Context: an optimization exercise on an open-source flow, tuned for small area, a short achievable clock period and few clock cycles. The choices shown serve that exercise and are no tape-out recipe.
Where RTL was checked, it was by simulation tests only, not by an equivalence proof against the original.
No functional check of the RTL was part of runs 3 and 4.
No driver is modelled on the clock port, so clocking that relies on it looks cheaper here than on a real chip.
Power is estimated from default activity; no workload was simulated.

--- flow/config.mk ---
export PLATFORM = sky130hd
export DESIGN_NAME = stream_top
export DESIGN_NICKNAME = stream_top
export VERILOG_FILES = /design/flow/design.v
export SDC_FILE = /design/flow/constraint.sdc
export NUM_CORES = 4
export LEC_CHECK = 0
export CAP_MARGIN = 20
export CORE_MARGIN = 2
export CORE_UTILIZATION = 60
export CTS_BUF_LIST = sky130_fd_sc_hd__clkbuf_16
export CTS_CLUSTER_DIAMETER = 100
export CTS_CLUSTER_SIZE = 20
export SETUP_SLACK_MARGIN = 2.5
export SLEW_MARGIN = 20
export TNS_END_PERCENT = 40
--- flow/constraint.sdc ---
create_clock -name core_clock -period 5.0 [get_ports {bus_clk}]
set_input_delay 1.0000 -clock core_clock [delete_from_list [all_inputs] [get_ports {bus_clk}]]
set_output_delay 1.0000 -clock core_clock [all_outputs]
set_load 0.01 [all_outputs]
--- flow/design.v ---
`timescale 1ns/1ps
package stream_pkg;
  typedef logic [32-1:0] word_t;
  typedef logic [16-1:0] sample_t;
  typedef logic [7:0] byte_t;
  typedef logic [$clog2(32)-1:0] lite_idx_t;
  typedef logic [$clog2(32)-1:0] ram_addr_t;
  typedef logic [7*16-1:0] offsets_t;
endpackage
`timescale 1ns/1ps
module sync_fifo #(
  parameter int WIDTH = 16
) (
  input  logic             bus_clk,
  input  logic             rst_n,
  input  logic             clear,
  input  logic             wr_en,
  input  logic [WIDTH-1:0] din,
  input  logic             rd_en,
  output logic [WIDTH-1:0] dout,
  output logic             full,
  output logic             empty
);
  logic [WIDTH-1:0] mem0;
  logic [WIDTH-1:0] mem1;
  logic             wr_ptr;
  logic             rd_ptr;
  logic             do_wr;
  logic             do_rd;
  logic             not_empty;
  assign empty = !not_empty;
  assign do_wr = wr_en && !full;
  assign do_rd = rd_en && !empty;
  assign dout  = rd_ptr ? mem1 : mem0;
  always_ff @(posedge bus_clk)
  begin
    if (do_wr && !wr_ptr)
      mem0 <= din;
    if (do_wr && wr_ptr)
      mem1 <= din;
  end
  always_ff @(posedge bus_clk or negedge rst_n)
  begin
    if (!rst_n)
    begin
      wr_ptr <= 1'b0;
      rd_ptr <= 1'b0;
      full      <= 1'b0;
      not_empty <= 1'b0;
    end
    else if (clear)
    begin
      wr_ptr <= 1'b0;
      rd_ptr <= 1'b0;
      full      <= 1'b0;
      not_empty <= 1'b0;
    end
    else
    begin
      if (do_wr)
        wr_ptr <= !wr_ptr;
      if (do_rd)
        rd_ptr <= !rd_ptr;
      if (do_wr && !do_rd)
      begin
        not_empty <= 1'b1;
        full      <= not_empty;
      end
      else if (do_rd && !do_wr)
      begin
        full      <= 1'b0;
        not_empty <= full;
      end
    end
  end
endmodule
`timescale 1ns/1ps
module lite_regs (
  input  logic                 bus_clk,
  input  logic                 rst_n,
  input  logic                 bus_wren,
  input  logic [4-1:0] bus_wstrb,
  input  logic                 bus_rden,
  input  stream_pkg::lite_idx_t bus_addr,
  input  stream_pkg::word_t    bus_wr_data,
  output stream_pkg::word_t    bus_rd_data,
  output stream_pkg::offsets_t offsets
);
  stream_pkg::word_t        lane_mem [32];
  logic [32-1:0] written;
  logic [32-1:0] hit;
  logic [3:0]               dec_lo;
  logic [7:0]               dec_hi;
  stream_pkg::word_t        wr_masked;
  stream_pkg::word_t        rd_mux;
  always_comb
  begin
    for (int i = 0; i < 4; i++)
      dec_lo[i] = (bus_addr[1:0] == 2'(i));
    for (int i = 0; i < 8; i++)
      dec_hi[i] = (bus_addr[4:2] == 3'(i));
    for (int e = 0; e < 32; e++)
      hit[e] = dec_hi[e / 4] && dec_lo[e % 4];
  end
  always_comb
  begin
    for (int l = 0; l < 4; l++)
      wr_masked[8*l +: 8] = bus_wstrb[l] ? bus_wr_data[8*l +: 8] : 8'h00;
  end
  always_ff @(posedge bus_clk)
  begin
    for (int e = 0; e < 32; e++)
    begin
      for (int l = 0; l < 4; l++)
      begin
        if (bus_wren && hit[e] && (bus_wstrb[l] || !written[e]))
          lane_mem[e][8*l +: 8] <= wr_masked[8*l +: 8];
      end
    end
  end
  always_ff @(posedge bus_clk or negedge rst_n)
  begin
    if (!rst_n)
      written <= '0;
    else if (bus_wren)
      written <= written | hit;
  end
  always_comb
  begin
    rd_mux = '0;
    for (int e = 0; e < 32; e++)
      rd_mux = rd_mux | (lane_mem[e] & {32{hit[e] && written[e]}});
  end
  always_ff @(posedge bus_clk or negedge rst_n)
  begin
    if (!rst_n)
      bus_rd_data <= '0;
    else if (bus_rden)
      bus_rd_data <= rd_mux;
  end
  always_comb
  begin
    for (int k = 0; k < 7; k++)
      offsets[16*k +: 16] =
        written[k] ? lane_mem[k][16-1:0] : '0;
  end
endmodule
`timescale 1ns/1ps
module byte_ram (
  input  logic                  bus_clk,
  input  logic                  rst_n,
  input  logic                  wren,
  input  stream_pkg::byte_t     wdata,
  input  logic                  rden,
  input  stream_pkg::ram_addr_t addr,
  output stream_pkg::byte_t     rdata
);
  stream_pkg::byte_t mem [32];
  always_ff @(posedge bus_clk)
  begin
    if (wren)
      mem[addr] <= wdata;
  end
  always_ff @(posedge bus_clk or negedge rst_n)
  begin
    if (!rst_n)
      rdata <= '0;
    else if (rden)
      rdata <= mem[addr];
  end
endmodule
`timescale 1ns/1ps
module offset_stage (
  input  logic                 bus_clk,
  input  logic                 rst_n,
  input  logic                 restart,
  input  stream_pkg::offsets_t offsets,
  output stream_pkg::sample_t  sum
);
  localparam int SLICES = 16 / 4;
  logic [7-1:0] step;
  logic [SLICES-2:0]         carry;
  stream_pkg::sample_t       pick;
  logic [4:0]                slice_next [SLICES];
  always_comb
  begin
    pick = '0;
    for (int k = 0; k < 7; k++)
      pick = pick | (offsets[16*k +: 16] & {16{step[k]}});
    for (int s = 0; s < SLICES; s++)
      slice_next[s] = {1'b0, sum[4*s +: 4]} + {1'b0, pick[4*s +: 4]} +
                      5'((s > 0) ? carry[(s > 0) ? s-1 : 0] : 1'b0);
  end
  always_ff @(posedge bus_clk or negedge rst_n)
  begin
    if (!rst_n)
    begin
      step  <= '0;
      carry <= '0;
      sum   <= '0;
    end
    else if (restart)
    begin
      step  <= 7'(1);
      carry <= '0;
      sum   <= '0;
    end
    else
    begin
      step <= step << 1;
      for (int s = 0; s < SLICES; s++)
      begin
        sum[4*s +: 4] <= slice_next[s][3:0];
        if (s < SLICES - 1)
          carry[s] <= slice_next[s][4];
      end
    end
  end
endmodule
`timescale 1ns/1ps
module stream_chain (
  input  logic                 bus_clk,
  input  logic                 rst_n,
  input  logic                 w32_open,
  input  logic                 r32_open,
  input  logic                 w32_wren,
  input  stream_pkg::word_t    w32_data,
  input  logic                 r32_rden,
  input  stream_pkg::sample_t  offset_sum,
  output logic                 w32_full,
  output stream_pkg::word_t    r32_data,
  output logic                 r32_empty
);
  logic                flush;
  logic                pop;
  stream_pkg::sample_t head;
  stream_pkg::sample_t out_q;
  assign flush = !(w32_open && r32_open);
  assign pop   = r32_rden && !r32_empty && !flush;
  sync_fifo #(.WIDTH(16)) i_fifo (
    .bus_clk(bus_clk), .rst_n(rst_n), .clear(flush),
    .wr_en(w32_wren), .din(w32_data[16-1:0] + offset_sum),
    .rd_en(r32_rden), .dout(head), .full(w32_full), .empty(r32_empty)
  );
  always_ff @(posedge bus_clk or negedge rst_n)
  begin
    if (!rst_n)
      out_q <= '0;
    else if (pop)
      out_q <= head;
  end
  assign r32_data = {{(32 - 16){1'b0}}, out_q};
endmodule
`timescale 1ns/1ps
module stream_top (
  input  logic                   bus_clk,
  input  logic                   rst_n,
  input  logic                   w32_open,
  input  logic                   w32_wren,
  input  logic [31:0]            w32_data,
  input  logic                   r32_open,
  input  logic                   r32_rden,
  input  logic                   lite_wren,
  input  logic [3:0]             lite_wstrb,
  input  logic                   lite_rden,
  input  logic [31:0]            lite_addr,
  input  logic [31:0]            lite_wr_data,
  input  logic                   mem_wren,
  input  logic [7:0]             mem_wdata,
  input  logic                   mem_rden,
  input  logic [4:0]             mem_addr,
  output logic                   w32_full,
  output logic [31:0]            r32_data,
  output logic                   r32_empty,
  output logic [31:0]            lite_rd_data,
  output logic [7:0]             mem_rdata
);
  stream_pkg::offsets_t offsets;
  stream_pkg::sample_t  offset_sum;
  logic                 offsets_written;
  lite_regs i_lite_regs (
    .bus_clk(bus_clk), .rst_n(rst_n),
    .bus_wren(lite_wren), .bus_wstrb(lite_wstrb), .bus_rden(lite_rden),
    .bus_addr(lite_addr[6:2]),
    .bus_wr_data(lite_wr_data), .bus_rd_data(lite_rd_data),
    .offsets(offsets)
  );
  assign offsets_written = lite_wren && (lite_addr[6:2] < 5'(7));
  offset_stage i_sum (
    .bus_clk(bus_clk), .rst_n(rst_n), .restart(offsets_written),
    .offsets(offsets), .sum(offset_sum)
  );
  byte_ram i_byte_ram (
    .bus_clk(bus_clk), .rst_n(rst_n), .wren(mem_wren), .wdata(mem_wdata),
    .rden(mem_rden), .addr(mem_addr), .rdata(mem_rdata)
  );
  stream_chain i_chain (
    .bus_clk(bus_clk), .rst_n(rst_n), .w32_open(w32_open), .r32_open(r32_open),
    .w32_wren(w32_wren), .w32_data(w32_data), .r32_rden(r32_rden),
    .offset_sum(offset_sum), .w32_full(w32_full), .r32_data(r32_data),
    .r32_empty(r32_empty)
  );
endmodule
--- flow/run.sh ---
#!/bin/bash
# synth_recipe.tcl (not shown) runs the flow's synth.tcl, then flattens the netlist and writes it again
# the make line also repeats each setting of config.mk as NAME=value (left out here)
make -C /OpenROAD-flow-scripts/flow DESIGN_CONFIG=/design/flow/config.mk WORK_HOME=/design/flow/orfs CLKGATE_MAP_FILE= SYNTH_SCRIPT=/design/flow/synth_recipe.tcl finish
==> results of run 1 <==
[through the flow]
stage,hold slack (ns),cells,util
after floorplan,0.455,3120,-
after global placement,0.463,4413,0.650
after detailed placement,0.475,4413,0.650
after CTS,0.467,4649,0.693
after global routing,0.448,4661,0.698
final,0.370,4663,0.698
[power by group through the flow]
stage / clock (mW) / sequential [mW] / combinational [mW]
after CTS: 6.84 / 13.9 / 2.36
after floorplan: 0 / 14.0 / 1.26
after detailed placement: 0 / 14.1 / 2.17
after global placement: 0 / 14.1 / 2.10
after global routing: 7.26 / 13.9 / 2.67
final: 6.81 / 13.9 / 2.49
[registers in the layout, indices dropped and copies added, names as in the netlist]
register                  count
i_lite_regs.lane_mem       1024
i_byte_ram.rdata              8
i_chain.i_fifo.full           1
i_chain.i_fifo.mem0          16
i_byte_ram.mem              256
i_chain.i_fifo.not_empty      1
i_sum.carry                   3
i_lite_regs.bus_rd_data      32
i_chain.i_fifo.wr_ptr         1
i_chain.out_q                16
i_lite_regs.written          32
i_sum.step                    7
i_chain.i_fifo.mem1          16
i_chain.i_fifo.rd_ptr         1
i_sum.sum                    16
[critical path, delay by kind of cell]
kind | cells | cell delay (ns)
compound gates | 2 | 0.77
buf+inv | 2 | 0.48
simple gates | 3 | 0.83
[worst paths after layout]
path	end	slack (ns)
min reg2reg	i_chain.out_q[9]$_DFFE_PN0P_	0.48
max reg2reg	i_sum.sum[11]$_DFF_PN0_	2.49
min in group core_clock	i_chain.out_q[9]$_DFFE_PN0P_	0.48
max	i_lite_regs.bus_rd_data[27]$_DFFE_PN0P_	2.47
max in group asynchronous	i_chain.out_q[4]$_DFFE_PN0P_	3.82
min	i_lite_regs.bus_rd_data[14]$_DFFE_PN0P_	0.37
[timing repair]
| action | in CTS | in global routing |
|---|---|---|
| gates resized for setup | 178 | 101 |
| buffers inserted | 78 | 11 |
| pin swaps | 31 | 18 |
| endpoints found under the setup margin | 1403 | 924 |
| cloned | 10 | 0 |
[placed cells by master, fill, tap and decap left out, types with 32 or more instances in the layout]
| cell type | count |
|---|---|
| edfxtp_1 | 1312 |
| buf_4 | 234 |
| a22oi_1 | 186 |
| a22o_1 | 166 |
| a221oi_1 | 136 |
| nand2_1 | 113 |
| a21oi_1 | 113 |
| dfrtp_1 | 109 |
| nand4_1 | 105 |
| clkbuf_16 | 82 |
| inv_1 | 80 |
| dlymetal6s2s_1 | 63 |
| mux4_2 | 57 |
| clkdlybuf4s50_1 | 52 |
| buf_12 | 51 |
| nor2_1 | 39 |
| nand2b_1 | 36 |
| a222oi_1 | 33 |
| a221oi_2 | 32 |
[layout make-up]
class | instances | area share
Tap cell | 1176 | 0.0233
Inverter | 23 | 0.00155
Clock buffer | 82 | 0.0325
Clock inverter | 66 | 0.00478
Timing Repair Buffer | 425 | 0.0688
Antenna cell | 2 | 0.0000794
Timing Repair inverter | 1 | 0.000119
Sequential cell | 1430 | 0.672
Multi-Input combinational cell | 1458 | 0.197
[kinds of logic after synthesis]
family / share of synthesized area
adders and majority gates: 0.00931
other: 0.0000684
xor gates and xnor gates: 0.00335
AOI/OAI and AO/OA: 0.115
DFF: 0.772
muxes: 0.0305
buffers and inverters: 0.0227
and+or+nand+nor: 0.0463
[per-layer routing]
metal | global-route usage | share of wire | vias up
li1 | - | - | 13400
met1 | 0.504 | 0.35 | 17200
met2 | 0.605 | 0.47 | 2446
met3 | 0.0863 | 0.12 | 571
met4 | 0.159 | 0.054 | 8
met5 | 0.00672 | 0.00078 | -
==> flow_summary_export.csv, run 1 <==
group,metric,value,unit
drt,drc,0,
setup_path,critPathRequiredTime,5.57,ns
floorplanning,core,90300,um2
cells_and_area,design_area,63100,um2
floorplanning,fp.dieH,306,um
global_routing,antenna_found_initial,5,
setup_path,reg2reg_from,"i_lite_regs.written[0]$_DFFE_PN0P_",
status,status,"finished clean",
power,power_density,368,nW/um2
setup_path,crit_path_max_incr_delay,0.40,ns
synthesis,synthCells,3105,
sta,skew,0.0319,ns
sta,max_freq,0.395,GHz
synthesis,synth.avg_cell_area,17.7,um2
power,switching_share,0.240,
cells_and_area,multi_input_area,12400,um2
cells_and_area,final_nets,3579,
clock_network,cts_buffer_depth,3,
sta,period_needed,2.53,ns
clock_network,postCtsHoldBufs,0,
power,netSwitchingPower,5.55,mW
power,p_int,17.6,mW
placed_design,dpl_cell_area,58700,um2
global_routing,grt_pass1_vias,32000,
cells_and_area,syn2layout_area_growth,15.0,%
drt,drt_iter0_markers,5337,
global_routing,grt_max_degree,119,
setup_path,crit_chain,"buf_4 -> and3_4 -> and3_4 -> buf_4 -> a221oi_1 -> nand4_1 -> o32a_1",
floorplanning,die-area,93800,um2
clock_network,root_buffer,"clkbuf_16",
drt,wirelength,177,mm
drt,vias,33600,
clock_network,path_clk_slew,0.09,ns
sta,slew_headroom,0.257,
placed_design,gp_congestion,0.999,
power,p_comb_frac,0.107,
synthesis,ys.warnings.count,7,
clock_network,cts_tree,"done",
global_routing,grt_first_pass_wirelength,244,mm
synthesis,yosysUniqueCellTypes,59,
synthesis,ys.flop_type,"edfxtp_1",
synthesis,yosysMostFrequentCell,"edfxtp_1",
floorplanning,initial_core_util,0.607,
placed_design,hpwlAfterDp,104,mm
power,p_leak,20.4,nW
sta,hold_viol,0,
setup_path,worst_path_max_delay_cell,"a221oi_1",
drt,wire_per_inst,38.0,um
power,pwr-share-seq,0.599,
clock_network,clock_latency,0.68,ns
sta,tightest_slew,1.11,ns
synthesis,syn_area,54800,um2
sta,setup_tns,0,ns
setup_path,reg2reg_depth,8,
sta,fin_ws,2.47,ns
setup_path,cp-startpoint,"lite_addr[2]",
clock_network,h-tree-depth,3,
global_routing,grt_overflow_total,0,
sta,rsz0062_at_grt,"yes",
power,irDropWorstVdd,0.334,mV
synthesis,synth_top_area_frac,0.718,
drt,ant_nets,0,
synthesis,yosysSeqAreaShare,0.772,
worst_hold_path,hold_class,"in -> async",
power,power_frac_clock,0.294,
cells_and_area,drive_above_1_share,0.194,
cells_and_area,register_area,42400,um2
synthesis,synth_area_leaders,"edfxtp_1, dfrtp_1, a22o_1",
synthesis,synth-seq-cells,1430,
synthesis,post-synth-top-area-cell,"edfxtp_1",
global_routing,grt_use_total,0.378,
power,finalPower,23.2,mW
setup_path,critPathCaptureType,"flip-flop",
placed_design,port_buffers,137,
setup_path,start_kind,"input port",
floorplanning,chipWidth,306,um
run,drv_cap,0,
sta,setup_viol,0,
setup_path,crit_arrival,3.10,ns
synthesis,synth.top_cells.by_count,"edfxtp_1, a22oi_1, a22o_1",
sta,drv_slew,0,
drt,drt_pre_antenna_iters,9,
setup_path,crit_type,"in -> reg",
clock_network,cts.sinks,1430,
cells_and_area,fillers,5817,
synthesis,synth_edf_count,1312,
clock_network,cts_made_buffers,81,
placed_design,place_ws,0.787,ns
drt,via_per_inst,7.20,
synthesis,synthArstFlopShare,0.0825,
floorplanning,ios,197,
sta,post-route-period-util,0.506,
setup_path,path_max_fanout,22,
floorplanning,core.rowCount,110,
Testbench counts, summed over its fixed seeds: cycles 2,056.
==> run 2, diff against run 1 <==
--- a/flow/config.mk
+++ b/flow/config.mk
@@ -9,3 +9,3 @@
 export CORE_MARGIN = 2
-export CORE_UTILIZATION = 60
+export CORE_UTILIZATION = 50
 export CTS_BUF_LIST = sky130_fd_sc_hd__clkbuf_16
==> flow_summary_export.csv, run 2 <==
group,metric,value,unit
status,status,"finished clean",
sta,max_freq,0.392,GHz
floorplanning,chipWidth,335,um
worst_hold_path,hold_class,"in -> async",
sta,slew_headroom,0.250,
cells_and_area,regMostFlops,"i_lite_regs.lane_mem",
drt,vias,33600,
setup_path,critPathRequiredTime,5.59,ns
setup_path,critPathCaptureType,"flip-flop",
sta,hold_slack,0.399,ns
floorplanning,core.rowCount,121,
cells_and_area,reg.largest.list,"i_lite_regs.lane_mem x1024, i_byte_ram.mem x256",
setup_path,start_kind,"input port",
setup_path,crit_path_max_incr_delay,0.38,ns
global_routing,grt_use_total,0.320,
synthesis,synth_area_leaders,"edfxtp_1, dfrtp_1, a22o_1",
synthesis,yosysSeqAreaShare,0.772,
global_routing,grt_pass1_vias,32700,
clock_network,cts.sinks,1430,
global_routing,antenna_found_initial,6,
synthesis,synthCells,3105,
cells_and_area,layout_commonest_cell,"edfxtp_1",
sta,drv_slew,0,
synthesis,post-synth-top-area-cell,"edfxtp_1",
run,drv_cap,0,
drt,wirelength,181,mm
drt,drt_pre_antenna_iters,6,
power,power_density,365,nW/um2
global_routing,grt_max_degree,80,
sta,post-route-period-util,0.510,
synthesis,ys.warnings.count,7,
setup_path,crit_arrival,3.14,ns
sta,hold_viol,0,
clock_network,clock_latency,0.70,ns
drt,wire_per_inst,36.6,um
synthesis,synthArstFlopShare,0.0825,
setup_path,worst_path_max_delay_cell,"o32a_1",
sta,rsz0062_at_grt,"yes",
clock_network,h-tree-depth,3,
global_routing,grt_first_pass_wirelength,249,mm
clock_network,cts_tree,"done",
setup_path,cp_common_cell,"buf_12",
sta,skew,0.0384,ns
setup_path,ff2ff_setup_slack,2.53,ns
cells_and_area,drive_above_1_share,0.204,
synthesis,yosysMostFrequentCell,"edfxtp_1",
sta,tightest_slew,1.13,ns
drt,drt_iter0_markers,4670,
drt,drc,0,
setup_path,reg2reg_depth,10,
floorplanning,core,109000,um2
synthesis,synth_top_area_frac,0.718,
floorplanning,ios,197,
power,irDropWorstVdd,0.296,mV
power,p_leak,20.6,nW
cells_and_area,largest_reg_flops,1024,
drt,via_per_inst,6.79,
sta,period_needed,2.55,ns
synthesis,synth.top_cells.by_count,"edfxtp_1, a22oi_1, a22o_1",
clock_network,root_buffer,"clkbuf_16",
sta,setup_tns,0,ns
synthesis,synth-seq-cells,1430,
placed_design,hpwlAfterDp,107,mm
synthesis,synth.avg_cell_area,17.7,um2
floorplanning,initial_core_util,0.504,
cells_and_area,final_nets,3618,
clock_network,path_clk_slew,0.09,ns
setup_path,reg2reg_from,"i_lite_regs.written[3]$_DFFE_PN0P_",
floorplanning,fp.dieH,335,um
setup_path,path_max_fanout,8,
drt,ant_nets,0,
cells_and_area,layout_common_cells,"edfxtp_1, buf_4, a22oi_1",
synthesis,yosysUniqueCellTypes,59,
cells_and_area,fillers,8204,
cells_and_area,syn2layout_area_growth,16.0,%
setup_path,crit_type,"in -> reg",
synthesis,ys.flop_type,"edfxtp_1",
setup_path,crit_chain,"clkbuf_4 -> and2_4 -> buf_12 -> and3_4 -> buf_12 -> a22o_1 -> a221oi_1 -> nand4_1 -> o32a_1",
setup_path,r2r_end,"i_sum.carry[1]$_DFF_PN0_",
placed_design,port_buffers,137,
cells_and_area,antenna_cells,0,
sta,setup_viol,0,
floorplanning,die-area,112000,um2
synthesis,syn_area,54800,um2
synthesis,synth_edf_count,1312,
clock_network,cts_buffer_depth,3,
global_routing,grt_overflow_total,0,
clock_network,cts_made_buffers,82,
placed_design,gp_congestion,0.974,
run 2: cell counts after synthesis:
Identical to the previous run, type by type.
run 2: layer usage:
layer  GRT usage  up-vias  routed length, um
met1       0.428    17300              66200
met5           0        -                 77
met3      0.0635      468              20200
met4       0.123       12               8650
li1            -    13500                  -
met2       0.522     2306              86000
run 2: worst max-delay path by stage:
stage | from | endpoint | cells past startpoint
finish | lite_addr[3] | i_lite_regs.bus_rd_data[2]$_DFFE_PN0P_ | 9
global route | lite_addr[3] | i_lite_regs.bus_rd_data[2]$_DFFE_PN0P_ | 9
CTS | lite_addr[3] | i_lite_regs.bus_rd_data[23]$_DFFE_PN0P_ | 8
detailed placement | lite_addr[6] | i_lite_regs.bus_rd_data[12]$_DFFE_PN0P_ | 7
global placement | lite_addr[6] | i_lite_regs.bus_rd_data[12]$_DFFE_PN0P_ | 7
floorplan | w32_data[0] | i_chain.i_fifo.mem0[14]$_DFFE_PP_ | 9
run 2: timing repair:
| action | in CTS | in global routing |
|---|---|---|
| hold buffers | 0 | 0 |
| gates cloned | 12 | 1 |
| resized for setup | 174 | 110 |
| setup endpoints to repair | 1303 | 614 |
| buffers inserted | 90 | 25 |
| pin swaps | 37 | 33 |
run 2: report_power, final:
part	total, mW	internal, mW	switching [mW]
clock	6.92	3.06	3.86
sequential	13.9	13.5	0.338
combinational	2.44	1.03	1.41
run 2: worst max-delay path: cells and delay by family:
family	cells	cell delay [ns]
buffers and inverters	3	0.49
AO/OA/AOI/OAI	3	0.81
AND/OR/NAND/NOR	3	0.82
run 2: layout make-up:
type / instances / area (um2) / area share
Timing Repair inverter: 3 / 22.5 / 0.000354
Tap cell: 1414 / 1770 / 0.0278
Clock buffer: 83 / 2080 / 0.0327
Timing Repair Buffer: 460 / 4530 / 0.0712
Clock inverter: 69 / 338 / 0.00531
Sequential cell: 1430 / 42400 / 0.666
Inverter: 23 / 97.6 / 0.00153
Multi-Input combinational cell: 1459 / 12400 / 0.195
run 2: logic make-up (layout without fill, tap and decap cells):
family,Yosys count,after routing,share of synthesized area
AOI/OAI and AO/OA,804,804,0.115
xor gates and xnor gates,21,21,0.00335
adders and majority gates,36,36,0.00931
buffers and inverters,241,638,0.0227
DFF,1430,1430,0.772
muxes,95,95,0.0305
other,1,16,0.0000684
and+or+nand+nor,477,487,0.0463
run 2: through the flow:
stage | setup WS, ns | power, mW | instance area (um2) | cells | utilization
3_5_place_dp | 0.726 | 16.3 | 58900 | 4660 | 0.541
5_1_grt | 2.43 | 24.0 | 63600 | 4941 | 0.584
6_report | 2.45 | 23.2 | 63600 | 4941 | 0.584
4_1_cts | 2.27 | 23.3 | 63000 | 4914 | 0.579
3_3_place_gp | 0.629 | 16.2 | 58900 | 4660 | 0.541
2_1_floorplan | 2.22 | 15.3 | 55200 | 3120 | -
==> run 3, diff against run 2 <==
--- a/flow/design.v
+++ b/flow/design.v
@@ -127,8 +127,3 @@
   end
-  always_comb
-  begin
-    rd_mux = '0;
-    for (int e = 0; e < 32; e++)
-      rd_mux = rd_mux | (lane_mem[e] & {32{hit[e] && written[e]}});
-  end
+  assign rd_mux = written[bus_addr] ? lane_mem[bus_addr] : '0;
   always_ff @(posedge bus_clk or negedge rst_n)
--- a/flow/config.mk
+++ b/flow/config.mk
@@ -9,3 +9,3 @@
 export CORE_MARGIN = 2
-export CORE_UTILIZATION = 50
+export CORE_UTILIZATION = 60
 export CTS_BUF_LIST = sky130_fd_sc_hd__clkbuf_16
@@ -15,2 +15 @@
 export SLEW_MARGIN = 20
-export TNS_END_PERCENT = 40
==> flow_summary_export.csv, run 3 <==
group,metric,value,unit
setup_path,start_kind,"input port",
clock_network,root_buffer,"clkbuf_16",
floorplanning,fp.dieH,308,um
setup_path,path_max_fanout,25,
floorplanning,initial_core_util,0.605,
synthesis,synth_edf_count,1312,
worst_hold_path,hold_class,"in -> async",
global_routing,grt_max_degree,64,
clock_network,h-tree-depth,3,
drt,via_per_inst,7.17,
sta,setup_tns,0,ns
sta,post-route-period-util,0.513,
synthesis,yosysMostFrequentCell,"edfxtp_1",
cells_and_area,drive_above_1_share,0.239,
drt,vias,35100,
synthesis,synth.avg_cell_area,16.7,um2
placed_design,placedCellCount,4559,
cells_and_area,layoutNonFillerInstCount,4890,
placed_design,port_buffers,137,
global_routing,grt_pass1_vias,33600,
power,switching_share,0.248,
sta,slew_headroom,0.231,
floorplanning,core.rowCount,111,
run,drv_cap,0,
sta,skew,0.0337,ns
cells_and_area,final_nets,3798,
synthesis,synth.top_cells.by_count,"edfxtp_1, a22oi_1, a21oi_1",
cells_and_area,reg.largest.list,"i_lite_regs.lane_mem x1024, i_byte_ram.mem x256",
cells_and_area,largest_reg_flops,1024,
drt,wire_per_inst,37.3,um
synthesis,yosysSeqAreaShare,0.763,
sta,tightest_slew,1.15,ns
floorplanning,die-area,95000,um2
power,irDropWorstVdd,0.325,mV
synthesis,syn_area,55500,um2
sta,max_freq,0.390,GHz
clock_network,cts_made_buffers,81,
synthesis,synthCells,3315,
clock_network,clock_latency,0.70,ns
drt,drt_pre_antenna_iters,8,
setup_path,critPathCaptureType,"flip-flop",
sta,period_needed,2.56,ns
cells_and_area,syn2layout_area_growth,18.9,%
drt,drt_iter0_markers,5457,
global_routing,grt_first_pass_wirelength,252,mm
floorplanning,core,91700,um2
cells_and_area,layout_common_cells,"edfxtp_1, a22oi_1, buf_4",
power,power_density,358,nW/um2
placed_design,gp_congestion,1.14,
status,status,"finished clean",
clock_network,path_clk_slew,0.08,ns
power,p_int,17.8,mW
power,netSwitchingPower,5.86,mW
clock_network,cts.sinks,1430,
clock_network,cts_tree,"done",
setup_path,crit_arrival,2.88,ns
sta,setup_viol,0,
sta,hold_viol,0,
setup_path,cp-startpoint,"lite_addr[4]",
cells_and_area,regMostFlops,"i_lite_regs.lane_mem",
synthesis,synthArstFlopShare,0.0825,
drt,drc,0,
global_routing,grt_use_total,0.384,
power,power_frac_clock,0.291,
placed_design,hpwlAfterDp,114,mm
synthesis,synth-seq-cells,1430,
setup_path,crit_type,"in -> reg",
drt,ant_nets,0,
synthesis,synth_top_area_frac,0.710,
clock_network,cts_buffer_depth,3,
synthesis,yosysUniqueCellTypes,69,
synthesis,ys.flop_type,"edfxtp_1",
cells_and_area,fillers,5688,
power,pwr-share-seq,0.592,
sta,rsz0062_at_grt,"yes",
power,p_leak,20.6,nW
setup_path,critPathRequiredTime,5.32,ns
clock_network,postCtsHoldBufs,0,
floorplanning,chipWidth,308,um
synthesis,post-synth-top-area-cell,"edfxtp_1",
global_routing,antenna_found_initial,0,
synthesis,ys.warnings.count,7,
cells_and_area,layout_commonest_cell,"edfxtp_1",
synthesis,synth_area_leaders,"edfxtp_1, dfrtp_1, a22oi_1",
setup_path,reg2reg_from,"i_lite_regs.written[20]$_DFFE_PN0P_",
drt,wirelength,182,mm
sta,drv_slew,0,
floorplanning,ios,197,
power,p_comb_frac,0.117,
global_routing,grt_overflow_total,0,
[run 3: metal layers]
layer / GRT usage / routed length (um)
met1: 0.504 / 63000
met2: 0.604 / 84700
met3: 0.0908 / 22600
met4: 0.201 / 12200
met5: 0 / 0
[run 3: area by class of cell]
cell class | count | area [um2] | area share
flip-flops and latches | 1430 | 42400 | 0.642
clock inverters | 63 | 285 | 0.00432
inverters | 42 | 178 | 0.00269
multi-input cells | 1650 | 15000 | 0.227
well taps | 1186 | 1480 | 0.0225
repair buffers | 434 | 4580 | 0.0693
clock buffers | 84 | 2100 | 0.0319
diodes | 1 | 2.50 | 0.0000379
[run 3: kinds of logic after synthesis]
family,after synthesis,share of synthesized area
buffers and inverters,251,0.0220
XOR/XNOR,23,0.00363
adder cells (fa/ha/maj),36,0.00920
multiplexers,119,0.0379
AND/OR/NAND/NOR,600,0.0549
other,1,0.0000676
flip-flops,1430,0.763
AO/OA/AOI/OAI,855,0.109
[run 3: power by group through the flow]
| stage | combinational (mW) | clock, mW | sequential, mW |
|---|---|---|---|
| 2_1_floorplan | 1.51 | 0 | 14.2 |
| 3_3_place_gp | 2.35 | 0 | 14.3 |
| 4_1_cts | 2.65 | 6.88 | 14.0 |
| 3_5_place_dp | 2.43 | 0 | 14.3 |
| 5_1_grt | 2.96 | 7.27 | 14.0 |
| 6_report | 2.76 | 6.87 | 14.0 |
[run 3: worst paths after layout]
kind	endpoint	slack, ns	cells after the start
setup / recovery	i_lite_regs.lane_mem[12][2]$_DFFE_PP_	2.44	6
hold / removal	i_byte_ram.rdata[2]$_DFFE_PN0P_	0.32	1
setup reg to reg	i_lite_regs.bus_rd_data[13]$_DFFE_PN0P_	2.54	9
hold reg to reg	i_byte_ram.rdata[7]$_DFFE_PN0P_	0.48	1
max in group asynchronous	i_lite_regs.written[19]$_DFFE_PN0P_	3.69	2
min in group core_clock	i_byte_ram.rdata[7]$_DFFE_PN0P_	0.48	1
[run 3: per-stage QoR]
stage                      util  setup WS [ns]  power [mW]  area (um2)  hold WS [ns]
final                     0.720           2.44        23.6       66000         0.322
after global routing      0.720           2.47        24.2       66000         0.373
after global placement    0.663          0.927        16.6       60700         0.461
after floorplan               -           2.28        15.7       58500         0.455
after detailed placement  0.663          0.902        16.7       60700         0.470
after CTS                 0.711           2.47        23.5       65200         0.366
[run 3: worst max-delay path, stage by stage]
cell and delay, ns:
buf_6 0.23, or3b_4 0.50, nor2_4 0.25, buf_12 0.27, nand2_8 0.13, a21oi_4 0.44
[run 3: what timing repair did]
item	4_1_cts	5_1_grt
endpoints found under the setup margin	1338	326
buffers inserted	131	49
cloned	2	0
pin swaps	46	31
resized for setup	196	50
==> run 4, diff against run 3 <==
--- a/flow/design.v
+++ b/flow/design.v
@@ -127,3 +127,8 @@
   end
-  assign rd_mux = written[bus_addr] ? lane_mem[bus_addr] : '0;
+  always_comb
+  begin
+    rd_mux = bus_rd_data & {32{!bus_rden}};
+    for (int e = 0; e < 32; e++)
+      rd_mux = rd_mux | (lane_mem[e] & {32{bus_rden && hit[e] && written[e]}});
+  end
   always_ff @(posedge bus_clk or negedge rst_n)
@@ -132,3 +137,3 @@
       bus_rd_data <= '0;
-    else if (bus_rden)
+    else
       bus_rd_data <= rd_mux;
@@ -153,2 +158,9 @@
   stream_pkg::byte_t mem [32];
+  stream_pkg::byte_t rd_mux;
+  always_comb
+  begin
+    rd_mux = rdata & {8{!rden}};
+    for (int i = 0; i < 32; i++)
+      rd_mux = rd_mux | (mem[i] & {8{rden && addr == 5'(i)}});
+  end
   always_ff @(posedge bus_clk)
@@ -162,4 +174,4 @@
       rdata <= '0;
-    else if (rden)
-      rdata <= mem[addr];
+    else
+      rdata <= rd_mux;
   end
==> flow_summary_export.csv, run 4 <==
group,metric,value,unit
floorplanning,die-area,94700,um2
setup_path,critPathCaptureType,"flip-flop",
global_routing,busiest_layer,"met2",
synthesis,synth.top_cells.by_count,"edfxtp_1, a22oi_1, a21oi_1",
setup_path,path_max_fanout,6,
cells_and_area,layout_commonest_cell,"edfxtp_1",
cells_and_area,layout_common_cells,"edfxtp_1, a22oi_1, buf_4",
synthesis,synth.avg_cell_area,16.0,um2
sta,setup_tns,0,ns
setup_path,reg2reg_from,"i_lite_regs.written[20]$_DFFE_PN0P_",
clock_network,cts_tree,"done",
placed_design,gp_congestion,1.05,
sta,drv_slew,0,
sta,post-route-period-util,0.524,
floorplanning,core,91500,um2
floorplanning,initial_core_util,0.605,
power,p_int,17.9,mW
status,status,"finished clean",
power,irDropWorstVdd,0.275,mV
global_routing,grt_use_total,0.433,
sta,setup_viol,0,
synthesis,synthArstFlopShare,0.0825,
drt,ant_nets,0,
clock_network,path_clk_slew,0.08,ns
power,pwr-share-seq,0.581,
cells_and_area,layoutNonFillerInstCount,5081,
sta,tightest_slew,1.05,ns
global_routing,antenna_found_initial,9,
drt,vias,37800,
sta,hold_viol,0,
setup_path,crit_type,"reg -> reg",
synthesis,synth_top_area_frac,0.712,
synthesis,yosysMostFrequentCell,"edfxtp_1",
clock_network,h-tree-depth,3,
global_routing,grt_pass1_vias,35600,
global_routing,grt_overflow_total,0,
cells_and_area,reg.largest.list,"i_lite_regs.lane_mem x1024, i_byte_ram.mem x256",
setup_path,r2r_end,"i_lite_regs.bus_rd_data[8]$_DFF_PN0_",
synthesis,ys.flop_type,"edfxtp_1",
synthesis,yosysSeqAreaShare,0.765,
sta,skew,0.0272,ns
floorplanning,chipWidth,308,um
global_routing,grt_use_met3,0.155,
sta,slew_headroom,0.299,
global_routing,grt_max_degree,65,
placed_design,hpwlAfterDp,137,mm
cells_and_area,drive_above_1_share,0.231,
clock_network,cts_buffer_depth,3,
cells_and_area,regMostFlops,"i_lite_regs.lane_mem",
sta,period_needed,2.62,ns
placed_design,port_buffers,137,
drt,via_per_inst,7.44,
setup_path,start_kind,"flip-flop",
run,drv_cap,0,
drt,drt_iter0_markers,6972,
worst_hold_path,hold_class,"in -> async",
power,switching_share,0.257,
synthesis,syn_area,55400,um2
setup_path,critPathRequiredTime,5.56,ns
cells_and_area,syn2layout_area_growth,18.8,%
setup_path,ff2ff_setup_slack,2.38,ns
sta,hold_slack,0.328,ns
drt,drt_pre_antenna_iters,10,
drt,drc,0,
cells_and_area,final_nets,3982,
sta,fin_ws,2.38,ns
synthesis,synth_edf_count,1312,
setup_path,crit_arrival,3.18,ns
cells_and_area,largest_reg_flops,1024,
power,p_comb_frac,0.131,
floorplanning,fp.dieH,308,um
synthesis,post-synth-top-area-cell,"edfxtp_1",
placed_design,place_ws,0.753,ns
clock_network,cts_made_buffers,81,
drt,wire_per_inst,40.6,um
sta,rsz0062_at_grt,"yes",
setup_path,reg2reg_depth,6,
power,power_frac_clock,0.288,
placed_design,placedCellCount,4771,
synthesis,synth-seq-cells,1430,
clock_network,postCtsHoldBufs,0,
clock_network,root_buffer,"clkbuf_16",
global_routing,gr-usage-met2,0.622,
clock_network,cts.sinks,1430,
sta,max_freq,0.381,GHz
synthesis,synthCells,3452,
global_routing,grt_use_met1,0.577,
floorplanning,ios,197,
power,p_leak,20.7,nW
power,power_density,366,nW/um2
synthesis,yosysUniqueCellTypes,72,
cells_and_area,fillers,5791,
drt,wirelength,206,mm
floorplanning,core.rowCount,111,
clock_network,clock_latency,0.69,ns
power,netSwitchingPower,6.18,mW
global_routing,grt_first_pass_wirelength,280,mm
synthesis,ys.warnings.count,7,
synthesis,synth_area_leaders,"edfxtp_1, a22oi_1, dfrtp_1",
==> run 4: cell types whose count changed after synthesis, sizes merged, moves of 67 or more <==
cell	previous run	this run
a22oi	313	497
clkbuf	75	176
o22ai	11	82
mux4	70	0
a221oi	96	29
buf	134	67
==> run 4: per-stage QoR <==
stage | area (um2) | total power, mW | util
5_1_grt | 65800 | 24.6 | 0.718
2_1_floorplan | 57400 | 15.6 | -
3_3_place_gp | 60700 | 16.9 | 0.663
3_5_place_dp | 60700 | 17.0 | 0.663
4_1_cts | 64800 | 23.8 | 0.708
6_report | 65800 | 24.0 | 0.719
==> run 4: worst max path at each step <==
stage | startpoint | cells after the start | slack (ns) | to
final | i_lite_regs.written[20]$_DFFE_PN0P_ | 6 | 2.38 | i_lite_regs.bus_rd_data[8]$_DFF_PN0_
after global routing | lite_addr[3] | 9 | 2.38 | i_lite_regs.bus_rd_data[8]$_DFF_PN0_
after CTS | i_lite_regs.written[23]$_DFFE_PN0P_ | 8 | 2.34 | i_lite_regs.bus_rd_data[8]$_DFF_PN0_
after detailed placement | lite_addr[3] | 8 | 0.75 | i_lite_regs.bus_rd_data[13]$_DFF_PN0_
after global placement | lite_addr[4] | 7 | 0.81 | i_lite_regs.bus_rd_data[13]$_DFF_PN0_
after floorplan | mem_addr[0] | 4 | 2.21 | i_byte_ram.mem[24][0]$_DFFE_PP_
==> run 4: power groups by stage <==
stage	registers, mW	logic [mW]	clock network, mW
finish	14.0	3.16	6.92
global route	14.0	3.31	7.28
CTS	14.0	2.98	6.89
detailed placement	14.2	2.79	0
global placement	14.2	2.71	0
floorplan	14.1	1.51	0
==> run 4: what timing repair did <==
item	4_1_cts	5_1_grt
gates resized for setup	337	97
pin swaps	44	42
hold endpoints to repair	0	0
endpoints found under the setup margin	1358	366
buffers inserted	99	49
cloned	2	4
==> run 4: layer usage <==
| metal | vias to the layer above | share of wire | wire (um) |
|---|---|---|---|
| met5 | - | 0.00059 | 121 |
| met4 | 12 | 0.071 | 14700 |
| met3 | 701 | 0.16 | 33000 |
| met2 | 3472 | 0.43 | 88500 |
| met1 | 18800 | 0.34 | 69900 |
| li1 | 14800 | - | - |
==> run 4: area by class of cell <==
type / instances / area, um2 / share of cell area
timing repair buffer: 515 / 4900 / 0.0745
antenna: 7 / 17.5 / 0.000266
tap: 1186 / 1480 / 0.0226
multi-input combinational: 1767 / 14500 / 0.220
sequential: 1430 / 42400 / 0.644
clock buffer: 84 / 2100 / 0.0320
inverter: 28 / 121 / 0.00185
clock inverter: 64 / 287 / 0.00436
==> run 4: logic make-up (layout without fill, tap and decap cells) <==
kind of cell | after synthesis | in the layout | share of synthesized area
compound gates | 1041 | 1041 | 0.135
xor+xnor | 21 | 21 | 0.00332
fa+ha+maj | 36 | 36 | 0.00922
buf+inv | 271 | 691 | 0.0218
flops | 1430 | 1430 | 0.765
mux | 16 | 16 | 0.00289
other cells | 1 | 23 | 0.0000677
simple gates | 636 | 637 | 0.0622
==> run 4: worst max-delay path, stage by stage, from the launching register on <==
cell,delay [ns]
dfrtp_1,0.58
nor4bb_4,0.27
buf_4,0.20
a22o_1,0.25
a222oi_1,0.40
nand4_1,0.20
or4_4,0.58
==> run 5, diff against run 4 <==
--- a/flow/design.v
+++ b/flow/design.v
@@ -129,5 +129,5 @@
   begin
-    rd_mux = bus_rd_data & {32{!bus_rden}};
+    rd_mux = '0;
     for (int e = 0; e < 32; e++)
-      rd_mux = rd_mux | (lane_mem[e] & {32{bus_rden && hit[e] && written[e]}});
+      rd_mux = rd_mux | (lane_mem[e] & {32{hit[e] && written[e]}});
   end
@@ -137,3 +137,3 @@
       bus_rd_data <= '0;
-    else
+    else if (bus_rden)
       bus_rd_data <= rd_mux;
@@ -158,9 +158,2 @@
   stream_pkg::byte_t mem [32];
-  stream_pkg::byte_t rd_mux;
-  always_comb
-  begin
-    rd_mux = rdata & {8{!rden}};
-    for (int i = 0; i < 32; i++)
-      rd_mux = rd_mux | (mem[i] & {8{rden && addr == 5'(i)}});
-  end
   always_ff @(posedge bus_clk)
@@ -174,4 +167,4 @@
       rdata <= '0;
-    else
-      rdata <= rd_mux;
+    else if (rden)
+      rdata <= mem[addr];
   end
--- a/flow/config.mk
+++ b/flow/config.mk
@@ -10,6 +10,7 @@
 export CORE_UTILIZATION = 60
-export CTS_BUF_LIST = sky130_fd_sc_hd__clkbuf_16
-export CTS_CLUSTER_DIAMETER = 100
-export CTS_CLUSTER_SIZE = 20
+export CTS_BUF_LIST = sky130_fd_sc_hd__clkbuf_8
+export CTS_CLUSTER_DIAMETER = 80
+export CTS_CLUSTER_SIZE = 16
 export SETUP_SLACK_MARGIN = 2.5
 export SLEW_MARGIN = 20
+export TNS_END_PERCENT = 40
==> flow_summary_export.csv, run 5 <==
group,metric,value,unit
drt,highest_layer,"met5",
floorplanning,die-area,93800,um2
sta,period_needed,2.63,ns
synthesis,post-synth-top-area-cell,"edfxtp_1",
drt,drt_iter0_markers,5016,
sta,skew,0.0381,ns
setup_path,critPathCaptureType,"flip-flop",
setup_path,start_kind,"input port",
drt,wire_per_inst,37.6,um
setup_path,crit_type,"in -> reg",
worst_hold_path,hold_class,"in -> async",
drt,vias,33400,
cells_and_area,largest_reg_flops,1024,
cells_and_area,final_nets,3575,
floorplanning,core,90300,um2
sta,hold_viol,0,
setup_path,path_max_fanout,8,
synthesis,synthArstFlopShare,0.0825,
cells_and_area,regMostFlops,"i_lite_regs.lane_mem",
power,irDropWorstVdd,0.241,mV
sta,fin_ws,2.37,ns
drt,drt_pre_antenna_iters,6,
floorplanning,initial_core_util,0.607,
synthesis,synth.avg_cell_area,17.7,um2
floorplanning,chipWidth,306,um
cells_and_area,layout_commonest_cell,"edfxtp_1",
clock_network,cts_tree,"done",
floorplanning,fp.dieH,306,um
clock_network,path_clk_slew,0.11,ns
sta,max_freq,0.380,GHz
synthesis,synth-seq-cells,1430,
drt,met3_length,21.1,mm
synthesis,yosysSeqAreaShare,0.772,
drt,met2_wirelength,82.6,mm
sta,tightest_slew,1.12,ns
cells_and_area,reg.largest.list,"i_lite_regs.lane_mem x1024, i_byte_ram.mem x256",
run,drv_cap,0,
drt,wl_met1,62.9,mm
setup_path,crit_arrival,3.08,ns
synthesis,synth_top_area_frac,0.718,
drt,wirelength,176,mm
synthesis,synthCells,3105,
global_routing,antenna_found_initial,4,
synthesis,synth.top_cells.by_count,"edfxtp_1, a22oi_1, a22o_1",
clock_network,postCtsHoldBufs,0,
cells_and_area,layout_common_cells,"edfxtp_1, buf_4, a22oi_1",
setup_path,crit_family,"simple AND/OR/NAND/NOR gates",
clock_network,root_buffer,"clkbuf_8",
global_routing,grt_use_total,0.374,
synthesis,yosysMostFrequentCell,"edfxtp_1",
clock_network,cts_buffer_depth,3,
cells_and_area,syn2layout_area_growth,12.7,%
drt,via_per_inst,7.13,
setup_path,crit_chain,"clkdlybuf4s50_1 -> and3_1 -> nand2_1 -> a21oi_4",
clock_network,cts_made_buffers,99,
synthesis,ys.flop_type,"edfxtp_1",
placed_design,gp_congestion,0.999,
setup_path,worst_path_max_delay_cell,"clkdlybuf4s50_1",
global_routing,grt_overflow_total,0,
clock_network,h-tree-depth,3,
synthesis,synth_edf_count,1312,
sta,drv_slew,0,
status,status,"finished clean",
power,power_density,355,nW/um2
synthesis,synth_area_leaders,"edfxtp_1, dfrtp_1, a22o_1",
global_routing,grt_first_pass_wirelength,242,mm
sta,setup_viol,0,
global_routing,grt_max_degree,119,
clock_network,clock_latency,0.81,ns
power,p_leak,19.4,nW
sta,rsz0062_at_grt,"yes",
cells_and_area,drive_above_1_share,0.195,
setup_path,crit_path_max_incr_delay,0.70,ns
floorplanning,core.rowCount,110,
floorplanning,ios,197,
synthesis,ys.warnings.count,7,
sta,post-route-period-util,0.527,
sta,slew_headroom,0.252,
placed_design,place_ws,0.787,ns
global_routing,grt_pass1_vias,31900,
synthesis,syn_area,54800,um2
placed_design,hpwlAfterDp,104,mm
clock_network,cts.sinks,1430,
placed_design,port_buffers,137,
setup_path,critPathRequiredTime,5.45,ns
synthesis,yosysUniqueCellTypes,59,
drt,ant_nets,0,
drt,drc,0,
sta,setup_tns,0,ns
setup_path,crit_buf_inv,1,
## run 5: changes by cell type in the layout (fill, tap and decap cells not counted), moves of 39 or more
cell | before | now
nor2_1 | 79 | 40
a221oi_1 | 22 | 141
dlygate4sd2_1 | 62 | 1
mux4_2 | 0 | 57
buf_4 | 299 | 226
a22oi_1 | 482 | 186
clkbuf_8 | 0 | 101
clkbuf_16 | 88 | 0
nand4_1 | 57 | 105
a32oi_1 | 42 | 0
a22o_1 | 50 | 166
o22ai_1 | 79 | 0
a21oi_4 | 111 | 22
a21oi_1 | 63 | 115
## run 5: logic make-up (layout without fill, tap and decap cells)
group,after synthesis,count (layout),share of synthesized area
XOR/XNOR,21,21,0.00335
other,1,22,0.0000684
flip-flops,1430,1430,0.772
multiplexers,95,95,0.0305
buffers and inverters,241,617,0.0227
AO/OA/AOI/OAI,804,804,0.115
AND/OR/NAND/NOR,477,483,0.0463
adder cells (fa/ha/maj),36,36,0.00931
## run 5: path summary, 6_finish.rpt
check | from | end | slack (ns) | cells after the start
hold reg to reg | i_chain.out_q[9]$_DFFE_PN0P_ | i_chain.out_q[9]$_DFFE_PN0P_ | 0.49 | 2
min in group core_clock | i_chain.out_q[9]$_DFFE_PN0P_ | i_chain.out_q[9]$_DFFE_PN0P_ | 0.49 | 2
setup / recovery | lite_wren | i_lite_regs.lane_mem[27][0]$_DFFE_PP_ | 2.37 | 4
max in group asynchronous | rst_n | i_lite_regs.bus_rd_data[6]$_DFFE_PN0P_ | 3.94 | 2
setup reg to reg | i_lite_regs.written[0]$_DFFE_PN0P_ | i_sum.sum[11]$_DFF_PN0_ | 2.46 | 8
hold / removal | rst_n | i_lite_regs.bus_rd_data[14]$_DFFE_PN0P_ | 0.29 | 2
## run 5: cell type report
cell class	count	area [um2]
tap	1176	1470
sequential	1430	42400
inverter	23	93.8
fill	5945	28500
multi-input combinational	1455	12300
timing repair inverter	1	5.00
clock inverter	86	353
timing repair buffer	406	3830
antenna	6	15.0
clock buffer	101	1390
## run 5: worst reg2reg max path, cell delays in order (launching register included)
cell     delay [ns]
dfrtp_1        0.53
and2_4         0.28
buf_4          0.23
nand2_1        0.08
nand4_1        0.47
ha_4           0.45
a21oi_1        0.15
xor2_1         0.17
nor2_1         0.06
## run 5: routing by layer
metal  vias up  track usage
li1      13400            -
met5         -            0
met4         2        0.153
met1     17100        0.502
met3       541       0.0871
met2      2415        0.596
## run 5: metrics by stage
step	instance area, um2	cells	hold slack (ns)	total power, mW	utilization
2_1_floorplan	55200	3120	0.455	15.3	-
3_3_place_gp	58700	4413	0.463	16.2	0.650
5_1_grt	61800	4680	0.330	22.6	0.685
6_report	61800	4684	0.289	21.9	0.685
4_1_cts	61200	4649	0.300	21.8	0.678
3_5_place_dp	58700	4413	0.475	16.3	0.650
## run 5: what timing repair did
action | CTS | global route
gates resized for setup | 299 | 45
cloned | 6 | 1
setup endpoints to repair | 958 | 587
setup buffers | 43 | 26
pin swaps | 20 | 18
## run 5: power breakdown
group / internal [mW] / switching [mW]
clock: 1.91 / 3.68
sequential: 13.5 / 0.349
combinational: 1.01 / 1.43
Testbench counts of run 5, summed over its fixed seeds: cycles 2,056.
==> run 6, diff against run 5 <==
==> flow/flow/run.sh (new file) <==
#!/bin/bash
# Standard layout, with the delay-cell port buffers swapped for buf_4 after
# clock tree synthesis (flow/swap_io.tcl).
set -euo pipefail
here=$(pwd)
bash standard.sh "POST_CTS_TCL=$here/flow/swap_io.tcl" finish > standard_make.log 2>&1
==> flow/flow/swap_io.tcl (new file) <==
# Runs at the end of the standard CTS step. The port buffers the standard
# flow inserts are delay cells (clkdlybuf4s50); sizing that keeps each
# cell's footprint cannot turn them into plain buffers, so swap them for
# buf_4 here, then repair timing and legalise again.
set n 0
foreach inst [get_cells *] {
  if {[string match "sky130_fd_sc_hd__clkdlybuf4s*" [get_property $inst ref_name]]} {
    replace_cell $inst sky130_fd_sc_hd__buf_4
    incr n
  }
}
puts "swap_io: replaced $n delay buffers with buf_4"
estimate_parasitics -placement
repair_timing_helper
detailed_placement
check_placement -verbose
==> flow/standard.sh (new file) <==
#!/bin/bash
# synth_recipe.tcl (not shown) runs the flow's synth.tcl, then flattens the netlist and writes it again
# the make line also repeats each setting of config.mk as NAME=value (left out here)
make -C /OpenROAD-flow-scripts/flow DESIGN_CONFIG=/design/flow/config.mk WORK_HOME=/design/flow/orfs CLKGATE_MAP_FILE= SYNTH_SCRIPT=/design/flow/synth_recipe.tcl "${@:-finish}"
--- a/flow/config.mk
+++ b/flow/config.mk
@@ -9,6 +9,6 @@
 export CORE_MARGIN = 2
-export CORE_UTILIZATION = 60
-export CTS_BUF_LIST = sky130_fd_sc_hd__clkbuf_8
-export CTS_CLUSTER_DIAMETER = 80
-export CTS_CLUSTER_SIZE = 16
+export CORE_UTILIZATION = 50
+export CTS_BUF_LIST = sky130_fd_sc_hd__clkbuf_16
+export CTS_CLUSTER_DIAMETER = 100
+export CTS_CLUSTER_SIZE = 20
 export SETUP_SLACK_MARGIN = 2.5
removed: flow/run.sh
==> flow_summary_export.csv, run 6 <==
group,metric,value,unit
status,status,"finished clean",
setup_path,crit_chain,"buf_6 -> and3b_2 -> buf_4 -> and3_2 -> buf_4 -> a22o_1 -> a221oi_1 -> nand4_1 -> o32a_1",
drt,via_per_inst,6.82,
synthesis,synth_compound_area_frac,0.115,
sta,drv_slew,0,
floorplanning,initial_core_util,0.504,
floorplanning,ios,197,
global_routing,antenna_found_initial,5,
floorplanning,fp.dieH,335,um
synthesis,yosys.area_share.adder,0.00931,
synthesis,yosys.area_share.simple,0.0463,
sta,setup_viol,0,
global_routing,grt_use_total,0.320,
cells_and_area,largest_reg_flops,1024,
cells_and_area,drive_above_1_share,0.235,
sta,setup_tns,0,ns
setup_path,crit_arrival,3.13,ns
cells_and_area,regMostFlops,"i_lite_regs.lane_mem",
setup_path,cp-startpoint,"lite_addr[2]",
drt,vias,33700,
global_routing,grt_overflow_total,0,
setup_path,crit_path_max_incr_delay,0.41,ns
sta,hold_viol,0,
drt,drt_iter0_markers,4541,
synthesis,yosysMostFrequentCell,"edfxtp_1",
floorplanning,die-area,112000,um2
clock_network,clock_latency,0.70,ns
power,p_leak,20.1,nW
cells_and_area,layout_commonest_cell,"edfxtp_1",
drt,wirelength,182,mm
power,power_density,368,nW/um2
setup_path,cp_common_cell,"buf_4",
placed_design,port_buffers,137,
setup_path,reg2reg_from,"i_lite_regs.written[6]$_DFFE_PN0P_",
cells_and_area,syn2layout_area_growth,15.1,%
run,drv_cap,0,
cells_and_area,fillers,8291,
sta,tightest_slew,1.13,ns
global_routing,grt_first_pass_wirelength,249,mm
setup_path,start_kind,"input port",
synthesis,syn_area,54800,um2
drt,wire_per_inst,36.7,um
synthesis,synth_mux_area_frac,0.0305,
drt,drc,0,
drt,drt_pre_antenna_iters,6,
placed_design,gp_congestion,0.974,
synthesis,synth_top_family_by_area,"compound AO/OA/AOI/OAI gates",
clock_network,cts.sinks,1430,
clock_network,path_clk_slew,0.08,ns
synthesis,ys.warnings.count,7,
synthesis,ys.flop_type,"edfxtp_1",
setup_path,critPathCaptureType,"flip-flop",
cells_and_area,finish.utilization,0.580,
synthesis,synthXorXnorAreaFrac,0.00335,
floorplanning,core,109000,um2
setup_path,worst_path_max_delay_cell,"o32a_1",
sta,skew,0.0389,ns
synthesis,synthArstFlopShare,0.0825,
setup_path,path_max_fanout,13,
floorplanning,chipWidth,335,um
power,irDropWorstVdd,0.298,mV
synthesis,synth.avg_cell_area,17.7,um2
sta,max_freq,0.394,GHz
setup_path,critPathRequiredTime,5.59,ns
synthesis,synth-seq-cells,1430,
synthesis,synth_edf_count,1312,
global_routing,grt_pass1_vias,32600,
setup_path,crit_type,"in -> reg",
synthesis,post-synth-top-area-cell,"edfxtp_1",
clock_network,cts_tree,"done",
sta,post-route-period-util,0.508,
synthesis,yosysUniqueCellTypes,59,
floorplanning,core.rowCount,121,
synthesis,synth_top_area_frac,0.718,
sta,period_needed,2.54,ns
cells_and_area,layout_common_cells,"edfxtp_1, buf_4, a22oi_1",
sta,slew_headroom,0.244,
worst_hold_path,hold_class,"in -> async",
drt,ant_nets,0,
cells_and_area,reg.largest.list,"i_lite_regs.lane_mem x1024, i_byte_ram.mem x256",
global_routing,grt_max_degree,80,
cells_and_area,final_nets,3620,
synthesis,synth_area_leaders,"edfxtp_1, dfrtp_1, a22o_1",
placed_design,hpwlAfterDp,107,mm
synthesis,synth.top_cells.by_count,"edfxtp_1, a22oi_1, a22o_1",
synthesis,yosysSeqAreaShare,0.772,
sta,rsz0062_at_grt,"yes",
synthesis,synthCells,3105,
run 6: changes by cell type in the layout (fill, tap and decap cells not counted), sizes merged, moves of 4 or more:
cell	previous run	this run
inv	103	86
clkdlybuf4s50	59	0
clkbuf	103	84
clkdlybuf4s15	44	0
dlygate4sd2	1	11
dlymetal6s2s	6	0
and3	42	47
diode	6	2
buf	294	449
run 6: worst max-delay path: cells and delay by family:
kind / cells / cell delay (ns)
AOI/OAI and AO/OA: 3 / 0.81
buffers and inverters: 3 / 0.50
and+or+nand+nor: 3 / 0.81
run 6: per-stage QoR:
step	cells	setup WS (ns)	area, um2	hold slack, ns	total power [mW]
floorplan	3120	2.22	55200	0.455	15.3
detailed placement	4660	0.726	58900	0.473	16.3
global placement	4660	0.629	58900	0.470	16.2
finish	4945	2.46	63100	0.394	23.2
global route	4943	2.46	63100	0.415	23.9
run 6: final timing paths:
check,to,cells after the start,slack (ns)
hold reg to reg,i_chain.out_q[15]$_DFFE_PN0P_,2,0.49
max in group asynchronous,i_lite_regs.bus_rd_data[12]$_DFFE_PN0P_,2,3.49
hold / removal,i_byte_ram.rdata[5]$_DFFE_PN0P_,1,0.39
min in group core_clock,i_chain.out_q[15]$_DFFE_PN0P_,2,0.49
setup reg to reg,i_sum.carry[1]$_DFF_PN0_,10,2.53
setup / recovery,i_lite_regs.bus_rd_data[7]$_DFFE_PN0P_,9,2.46
run 6: cell type report:
| class | count | area (um2) | area share |
|---|---|---|---|
| inverter | 23 | 97.6 | 0.00155 |
| clock buffer | 83 | 2080 | 0.0329 |
| clock inverter | 69 | 338 | 0.00535 |
| tap | 1414 | 1770 | 0.0280 |
| sequential | 1430 | 42400 | 0.671 |
| antenna | 2 | 5.00 | 0.0000793 |
| timing repair buffer | 461 | 4110 | 0.0651 |
| multi-input combinational | 1460 | 12400 | 0.196 |
| timing repair inverter | 3 | 22.5 | 0.000357 |
run 6: cell families (layout without fill, tap and decap cells):
group,Yosys count,count (layout)
xor+xnor,21,21
buf+inv,241,639
other cells,1,18
fa+ha+maj,36,36
mux,95,95
compound gates,804,804
simple gates,477,488
flops,1430,1430
run 6: metal layers:
metal,vias to the layer above,wire length [um],track usage
met3,473,20000,0.0640
met2,2202,86100,0.521
met5,-,60,0
met1,17500,66500,0.427
met4,10,8930,0.126
li1,13500,-,-
run 6: power breakdown:
part	switching [mW]	internal (mW)	leakage, nW	total, mW
registers	0.342	13.5	12.1	13.9
logic	1.40	0.997	6.55	2.40
clock network	3.86	3.06	1.39	6.93
==> run 7, diff against run 6 <==
--- a/flow/config.mk
+++ b/flow/config.mk
@@ -9,3 +9,3 @@
 export CORE_MARGIN = 2
-export CORE_UTILIZATION = 50
+export CORE_UTILIZATION = 60
 export CTS_BUF_LIST = sky130_fd_sc_hd__clkbuf_16
==> flow_summary_export.csv, run 7 <==
group,metric,value,unit
drt,drc,0,
clock_network,cts_tree,"done",
cells_and_area,fillers,5917,
sta,setup_tns,0,ns
worst_hold_path,hold_class,"in -> async",
synthesis,ys.warnings.count,7,
synthesis,synth_top_area_frac,0.718,
clock_network,path_clk_slew,0.09,ns
global_routing,antenna_found_initial,4,
sta,fin_ws,2.48,ns
status,status,"finished clean",
power,finalPower,23.1,mW
cells_and_area,regMostFlops,"i_lite_regs.lane_mem",
sta,max_freq,0.396,GHz
setup_path,start_kind,"input port",
sta,post-route-period-util,0.505,
drt,ant_nets,0,
sta,tightest_slew,1.16,ns
synthesis,syn_area,54800,um2
floorplanning,core.rowCount,110,
setup_path,crit_type,"in -> reg",
cells_and_area,finish.utilization,0.693,
global_routing,grt_first_pass_wirelength,245,mm
synthesis,synth.avg_cell_area,17.7,um2
floorplanning,die-area,93800,um2
synthesis,yosysSeqAreaShare,0.772,
floorplanning,ios,197,
drt,drt_pre_antenna_iters,7,
cells_and_area,drive_above_1_share,0.223,
cells_and_area,layout_common_cells,"edfxtp_1, buf_4, a22oi_1",
cells_and_area,layout_commonest_cell,"edfxtp_1",
global_routing,grt_overflow_total,0,
synthesis,synth-seq-cells,1430,
placed_design,gp_congestion,0.999,
synthesis,yosysUniqueCellTypes,59,
placed_design,port_buffers,137,
floorplanning,chipWidth,306,um
placed_design,placedCellCount,4413,
setup_path,critPathCaptureType,"flip-flop",
setup_path,reg2reg_from,"i_sum.step[3]$_DFF_PN0_",
global_routing,grt_max_degree,119,
clock_network,cts.sinks,1430,
cells_and_area,layoutNonFillerInstCount,4663,
synthesis,synthArstFlopShare,0.0825,
run,drv_cap,0,
sta,hold_slack,0.387,ns
global_routing,grt_use_total,0.378,
sta,slew_headroom,0.229,
sta,drv_slew,0,
drt,vias,33700,
setup_path,crit_arrival,3.09,ns
floorplanning,initial_core_util,0.607,
sta,period_needed,2.52,ns
setup_path,critPathRequiredTime,5.56,ns
drt,wire_per_inst,38.1,um
cells_and_area,design_area,62500,um2
sta,hold_viol,0,
cells_and_area,reg.largest.list,"i_lite_regs.lane_mem x1024, i_byte_ram.mem x256",
sta,skew,0.0359,ns
setup_path,path_max_fanout,21,
drt,drt_iter0_markers,5371,
power,power_density,369,nW/um2
power,irDropWorstVdd,0.333,mV
clock_network,clock_latency,0.69,ns
synthesis,synth_edf_count,1312,
synthesis,ys.flop_type,"edfxtp_1",
floorplanning,fp.dieH,306,um
sta,rsz0062_at_grt,"yes",
floorplanning,core,90300,um2
power,p_leak,19.8,nW
synthesis,synth.top_cells.by_count,"edfxtp_1, a22oi_1, a22o_1",
placed_design,dpl_cell_area,58700,um2
synthesis,synthCells,3105,
setup_path,cp-startpoint,"lite_addr[4]",
synthesis,yosysMostFrequentCell,"edfxtp_1",
synthesis,synth_area_leaders,"edfxtp_1, dfrtp_1, a22o_1",
synthesis,post-synth-top-area-cell,"edfxtp_1",
drt,via_per_inst,7.23,
placed_design,place_ws,0.787,ns
cells_and_area,final_nets,3580,
placed_design,hpwlAfterDp,104,mm
cells_and_area,syn2layout_area_growth,14.0,%
cells_and_area,largest_reg_flops,1024,
global_routing,grt_pass1_vias,32000,
sta,setup_viol,0,
drt,wirelength,178,mm
==> run 7: final cells by class <==
cell class	count	area (um2)	area share
clock inverters	66	302	0.00482
multi-input cells	1459	12300	0.197
well taps	1176	1470	0.0235
inverters	23	97.6	0.00156
repair inverters	1	5.00	0.0000800
repair buffers	425	3910	0.0625
flip-flops and latches	1430	42400	0.678
clock buffers	82	2050	0.0328
diodes	1	2.50	0.0000400
==> run 7: routing by layer <==
layer / vias up / wire length, um / global-route usage
li1: 13400 / - / -
met1: 17100 / 62100 / 0.505
met2: 2643 / 83800 / 0.606
met3: 566 / 22200 / 0.0852
met4: 8 / 9470 / 0.158
met5: - / 146 / 0.00672
==> run 7: worst max-delay path, stage by stage <==
cell and delay (ns):
buf_4 0.18, nor2b_4 0.20, and3_4 0.30, buf_12 0.24, a22o_1 0.26, a221oi_1 0.30
nand4_1 0.22, o32a_1 0.37
==> run 7: logic make-up (layout without fill, tap and decap cells) <==
| family | after synthesis | after routing | synth area share |
|---|---|---|---|
| flip-flops | 1430 | 1430 | 0.772 |
| XOR/XNOR | 21 | 21 | 0.00335 |
| AO/OA/AOI/OAI | 804 | 804 | 0.115 |
| adder cells (fa/ha/maj) | 36 | 36 | 0.00931 |
| other | 1 | 17 | 0.0000684 |
| buffers and inverters | 241 | 597 | 0.0227 |
| AND/OR/NAND/NOR | 477 | 487 | 0.0463 |
| multiplexers | 95 | 95 | 0.0305 |
==> run 7: power breakdown <==
group / internal, mW / switching, mW / leakage (nW) / total [mW]
sequential: 13.5 / 0.353 / 12.1 / 13.9
combinational: 0.958 / 1.41 / 6.34 / 2.37
clock: 3.05 / 3.76 / 1.37 / 6.81
==> run 7: worst paths after layout <==
kind / to / slack [ns] / cells past startpoint
worst max register to register: i_sum.sum[7]$_DFF_PN0_ / 2.52 / 9
worst min register to register: i_chain.out_q[9]$_DFFE_PN0P_ / 0.49 / 2
max in group asynchronous: i_lite_regs.bus_rd_data[18]$_DFFE_PN0P_ / 3.83 / 2
worst max-delay path: i_lite_regs.bus_rd_data[0]$_DFFE_PN0P_ / 2.48 / 8
min in group core_clock: i_chain.out_q[9]$_DFFE_PN0P_ / 0.49 / 2
worst min-delay path: i_lite_regs.bus_rd_data[12]$_DFFE_PN0P_ / 0.39 / 2

## afterwards: timing with drivers on the ports
In the flow no input, the clock included, has a driving cell. The finished layouts below were timed again as built, in two steps.
Step 1 assumes that a clkbuf_16 drives the clock port and a buf_2 every other input.
Step 2 also shifts input and output timing later by t, the mid clock arrival at the registers, as if the neighbouring blocks saw the same clock.
Three values: ideal ports, drivers, drivers and shift; two values: the first two.
run | t (ns) | slack for setup (ns) | clock arrival spread, ns | worst slew at a driven data input, ns
run 1 | 0.736 | 2.470 / 2.468 / 1.746 | 0.039 / 0.038 | 0.09
run 2 | 0.758 | 2.452 / 2.454 / 1.696 | 0.046 / 0.047 | 0.11
run 3 | 0.750 | 2.436 / 2.416 / 1.667 | 0.040 / 0.039 | 0.18
run 4 | 0.746 | 2.378 / 2.378 / 1.678 | 0.035 / 0.035 | 0.06
run 5 | 0.872 | 2.367 / 2.413 / 1.541 | 0.044 / 0.044 | 0.08
run 6 | 0.758 | 2.461 / 2.431 / 1.672 | 0.045 / 0.045 | 0.11
run 7 | 0.737 | 2.476 / 2.470 / 1.733 | 0.045 / 0.044 | 0.09
After both steps every run listed still meets setup and hold. For run 5, which loses most, drivers alone change the setup slack by +0.046 ns; drivers and shift together by -0.826 ns.
